Context: an optimization exercise on an open-source flow, tuned for small area, a short achievable clock period and few clock cycles per item. The choices shown serve that exercise and are no tape-out recipe. The RTL was checked by simulation tests, not by an equivalence proof against the original design.

job 2641:
==> module range_coder_encoder_top, before the edit <==
module range_coder_encoder_top (
    input  logic        i_clk,
    input  logic        i_rst_n,
    input  logic        i_s_axis_tvalid,
    output logic        o_s_axis_tready,
    input  logic [47:0] i_s_axis_tdata,   
    input  logic        i_s_axis_tuser,   
    output logic        o_m_axis_tvalid,
    input  logic        i_m_axis_tready,
    output logic [7:0]  o_m_axis_tdata,   
    output logic        o_m_axis_tlast
);
    localparam int W  = rce_pkg::BOUND_W;
    localparam int F  = rce_pkg::FREQ_W;
    localparam int K  = rce_pkg::DIV_K;
    typedef enum logic [1:0] {
        S_IDLE = 2'd0,
        S_DIV  = 2'd1,
        S_FIN  = 2'd2
    } t_state;
    t_state                        r_state;
    logic [rce_pkg::DIV_CNT_W-1:0] r_cnt;
    logic [1:0]                    r_ecnt;
    logic                          r_pend, r_flush, r_hold, r_inv;
    logic [W-1:0]                  r_low, r_high;
    logic [F-1:0]                  r_k0_lo, r_k0_hi;
    logic [F:0]                    r_k1, r_k1c_lo, r_k1c_hi;
    logic [F+1:0]                  r_k2c_lo, r_k2c_hi;
    logic [F-1:0]                  r_r_lo, r_r_hi;
    logic [W-1:0]                  r_sq_lo, r_sq_hi;
    logic [F-1:0]   in_cum, in_fr, in_tot;
    logic [F:0]     in_sum;
    logic           op_flush, op_valid;
    logic [W:0]     span;
    logic           full, top_eq, emit, emit_last, start;
    logic [F-1:0]   n_r_lo, n_r_hi;
    logic [W-1:0]   n_sq_lo, n_sq_hi;
    logic [K-1:0]   n_qb_lo, n_qb_hi;
    logic [W-1:0]   new_low, new_high;
    assign in_cum   = i_s_axis_tdata[F-1:0];
    assign in_fr    = i_s_axis_tdata[F +: F];
    assign in_tot   = i_s_axis_tdata[2*F +: F];
    assign in_sum   = {1'b0, in_cum} + {1'b0, in_fr};
    assign op_flush = (i_s_axis_tuser == rce_pkg::OP_FLUSH);
    assign op_valid = (in_fr != '0) && (in_tot != '0) && (in_sum <= {1'b0, in_tot});
    assign span = {1'b0, r_high} - {1'b0, r_low} + 33'd1;
    assign full = span[W];
    assign top_eq    = (r_low[31:24] == r_high[31:24]);
    assign emit      = (r_state == S_IDLE) && (r_flush || (r_pend && top_eq));
    assign emit_last = (r_ecnt == 2'd3) || (!r_flush && (r_low[23:16] != r_high[23:16]));
    assign start     = (r_state == S_IDLE) && !emit && i_s_axis_tvalid && !op_flush && op_valid;
    always_comb begin
        o_s_axis_tready = 1'b0;
        if (r_state == S_IDLE) begin
            o_s_axis_tready = !emit && (op_flush || (r_hold && r_inv));
        end else if (r_state == S_FIN) begin
            o_s_axis_tready = 1'b1;
        end
    end
    rce_muldiv u_lo (
        .i_r(r_r_lo), .i_sq(r_sq_lo), .i_l(r_low[W-1 -: K]),
        .i_k0(r_k0_lo), .i_k1c(r_k1c_lo), .i_k2c(r_k2c_lo), .i_k1(r_k1),
        .o_r(n_r_lo), .o_sq(n_sq_lo), .o_qb(n_qb_lo)
    );
    rce_muldiv u_hi (
        .i_r(r_r_hi), .i_sq(r_sq_hi), .i_l(r_low[W-1 -: K]),
        .i_k0(r_k0_hi), .i_k1c(r_k1c_hi), .i_k2c(r_k2c_hi), .i_k1(r_k1),
        .o_r(n_r_hi), .o_sq(n_sq_hi), .o_qb(n_qb_hi)
    );
    assign new_low  = r_sq_lo + {r_low[W-2:0], 1'b0};
    assign new_high = r_sq_hi + {r_high[W-2:0], 1'b0} - 32'd1;
    always_ff @(posedge i_clk) begin
        r_k0_lo  <= in_cum;
        r_k0_hi  <= in_sum[F-1:0];
        r_k1     <= -{1'b0, in_tot};
        r_k1c_lo <= {1'b0, in_cum} - {1'b0, in_tot};
        r_k1c_hi <= in_sum - {1'b0, in_tot};
        r_k2c_lo <= {2'd0, in_cum} - {1'b0, in_tot, 1'b0};
        r_k2c_hi <= {1'b0, in_sum} - {1'b0, in_tot, 1'b0};
        r_inv    <= !op_valid;
        r_r_lo  <= n_r_lo;
        r_r_hi  <= n_r_hi;
        r_sq_lo <= n_sq_lo;
        r_sq_hi <= n_sq_hi;
        if (r_state == S_IDLE) begin
            r_r_lo  <= full ? in_cum : '0;
            r_r_hi  <= full ? in_sum[F-1:0] : '0;
            r_sq_lo <= span[W-1:0];
            r_sq_hi <= span[W-1:0];
        end
        if (!i_rst_n) begin
            r_state <= S_IDLE;
            r_cnt   <= '0;
            r_ecnt  <= '0;
            r_pend  <= 1'b0;
            r_flush <= 1'b0;
            r_hold  <= 1'b0;
            r_low   <= '0;
            r_high  <= '1;
        end else begin
            r_hold <= i_s_axis_tvalid && !o_s_axis_tready;
            case (r_state)
                S_IDLE: begin
                    if (emit) begin
                        if (i_m_axis_tready) begin
                            r_ecnt <= r_ecnt + 2'd1;
                            r_low  <= {r_low[W-9:0], 8'h00};
                            if (!r_flush) r_high <= {r_high[W-9:0], 8'hFF};
                            if (emit_last) begin
                                r_pend  <= 1'b0;
                                r_flush <= 1'b0;
                            end
                        end
                    end else begin
                        r_pend <= 1'b0;
                        r_ecnt <= '0;
                        if (i_s_axis_tvalid && op_flush) begin
                            r_flush <= 1'b1;
                        end else if (start) begin
                            r_state <= S_DIV;
                            r_cnt   <= '0;
                        end
                    end
                end
                S_DIV: begin
                    r_cnt  <= r_cnt + 1'b1;
                    r_low  <= {r_low[W-K-1:0], n_qb_lo};
                    r_high <= {r_high[W-K-1:0], n_qb_hi};
                    if (r_cnt == rce_pkg::DIV_CNT_W'(rce_pkg::DIV_CYC - 1)) begin
                        r_state <= S_FIN;
                    end
                end
                S_FIN: begin
                    r_state <= S_IDLE;
                    r_pend  <= 1'b1;
                    r_low   <= new_low;
                    r_high  <= new_high;
                end
                default: r_state <= S_IDLE;
            endcase
        end
    end
    assign o_m_axis_tvalid = emit;
    assign o_m_axis_tdata  = r_flush ? r_low[W-1:W-8] : r_high[W-1:W-8];
    assign o_m_axis_tlast  = emit_last;
endmodule
Settings: LEC_CHECK=0, ABC_CLOCK_PERIOD_IN_PS=4000, CAP_MARGIN=20, CORE_MARGIN=2, CORE_UTILIZATION=40, SETUP_SLACK_MARGIN=5, SLEW_MARGIN=20; clock period 11.0 ns.
run.sh (not shown) runs the stock make flow with config.mk's settings and CLKGATE_MAP_FILE= SYNTH_SCRIPT=/design/flow/synth_recipe.tcl, a recipe that flattens the netlist after the stock synthesis.
Job 2641 completed end to end with timing, DRC and antenna clean.
Testbench counts of job 2641, summed over its fixed seeds: cycles 25,163, items 1,392.
Input changes introduced in job 7179 (baseline for comparison: job 2641):
--- a/flow/design.v
+++ b/flow/design.v
@@ -82,28 +82,31 @@
     logic [F-1:0]                  r_r_lo, r_r_hi;
     logic [W-1:0]                  r_sq_lo, r_sq_hi;
     logic [F-1:0]   in_cum, in_fr, in_tot;
     logic [F:0]     in_sum;
     logic           op_flush, op_valid;
-    logic [W:0]     span;
-    logic           full, top_eq, emit, emit_last, start;
+    logic [W:0]     span, span_b;
+    logic           full, top_eq, emit, emit_last, emit_end, start;
     logic [F-1:0]   n_r_lo, n_r_hi;
     logic [W-1:0]   n_sq_lo, n_sq_hi;
     logic [K-1:0]   n_qb_lo, n_qb_hi;
     logic [W-1:0]   new_low, new_high;
     assign in_cum   = i_s_axis_tdata[F-1:0];
     assign in_fr    = i_s_axis_tdata[F +: F];
     assign in_tot   = i_s_axis_tdata[2*F +: F];
     assign in_sum   = {1'b0, in_cum} + {1'b0, in_fr};
     assign op_flush = (i_s_axis_tuser == rce_pkg::OP_FLUSH);
     assign op_valid = (in_fr != '0) && (in_tot != '0) && (in_sum <= {1'b0, in_tot});
-    assign span = {1'b0, r_high} - {1'b0, r_low} + 33'd1;
-    assign full = span[W];
+    assign span_b = {1'b0, r_high} - {1'b0, r_low} + 33'd1;
+    assign span   = emit_end ? {span_b[W-8:0], 8'h00} : span_b;
+    assign full   = span[W];
     assign top_eq    = (r_low[31:24] == r_high[31:24]);
     assign emit      = (r_state == S_IDLE) && (r_flush || (r_pend && top_eq));
     assign emit_last = (r_ecnt == 2'd3) || (!r_flush && (r_low[23:16] != r_high[23:16]));
-    assign start     = (r_state == S_IDLE) && !emit && i_s_axis_tvalid && !op_flush && op_valid;
+    assign emit_end  = emit && !r_flush && emit_last;
+    assign start     = (r_state == S_IDLE) && (!emit || (emit_end && i_m_axis_tready)) &&
+                       i_s_axis_tvalid && !op_flush && op_valid;
     always_comb begin
         o_s_axis_tready = 1'b0;
         if (r_state == S_IDLE) begin
             o_s_axis_tready = !emit && (op_flush || (r_hold && r_inv));
         end else if (r_state == S_FIN) begin
@@ -161,10 +164,14 @@
                             if (!r_flush) r_high <= {r_high[W-9:0], 8'hFF};
                             if (emit_last) begin
                                 r_pend  <= 1'b0;
                                 r_flush <= 1'b0;
                             end
+                            if (start) begin
+                                r_state <= S_DIV;
+                                r_cnt   <= '0;
+                            end
                         end
                     end else begin
                         r_pend <= 1'b0;
                         r_ecnt <= '0;
                         if (i_s_axis_tvalid && op_flush) begin
@@ -184,10 +191,11 @@
                     end
                 end
                 S_FIN: begin
                     r_state <= S_IDLE;
                     r_pend  <= 1'b1;
+                    r_ecnt  <= '0;
                     r_low   <= new_low;
                     r_high  <= new_high;
                 end
                 default: r_state <= S_IDLE;
             endcase
## What came out
End point of the critical path = r_r_hi[15]$_DFF_P_: job 7179; end point of the critical path = r_cnt[0]$_SDFFE_PN0P_: job 2641
Worst clock skew deteriorates in job 7179 relative to job 2641.
Re final-layout clock-cell area share: job 7179 is 0.43 points up on job 2641.
Compared with job 2641, job 7179 shows a top fanout value on the critical path that is 1 higher.
When the final numbers for job 2641 and job 7179 were put side by side, the depth of the critical timing path with buffers and inverters included turned out to be greater in job 7179.
Relative to job 2641, antenna diode count increased by 1 in job 7179.
Testbench counts of job 7179, summed over its fixed seeds: cycles 24,602, items 1,392.

## separate check: timing with driven ports
How much do the figures lean on ideal ports? The routed layouts below were timed once more, with nothing changed but the port constraints.
Step 1: set_driving_cell puts a clkbuf_16 on i_clk and a buf_2 on each other input, an assumption about the parent block.
Step 2 also shifts input and output timing later by t, the mid clock arrival at the registers, as if the neighbouring blocks saw the same clock.
Slacks: ideal / step 1 / step 2; pairs: ideal / step 1.
run	t, ns	setup slack, ns	worst hold slack (ns)
job 2641	0.607	5.086 / 5.111 / 4.516	0.456 / 0.456 / 0.456
job 7179	0.627	5.119 / 5.119 / 4.548	0.458 / 0.458 / 0.458
After both steps every run listed still meets setup and hold. For job 7179, which loses most, drivers alone change the setup slack by 0.000 ns; drivers and shift together by -0.571 ns.
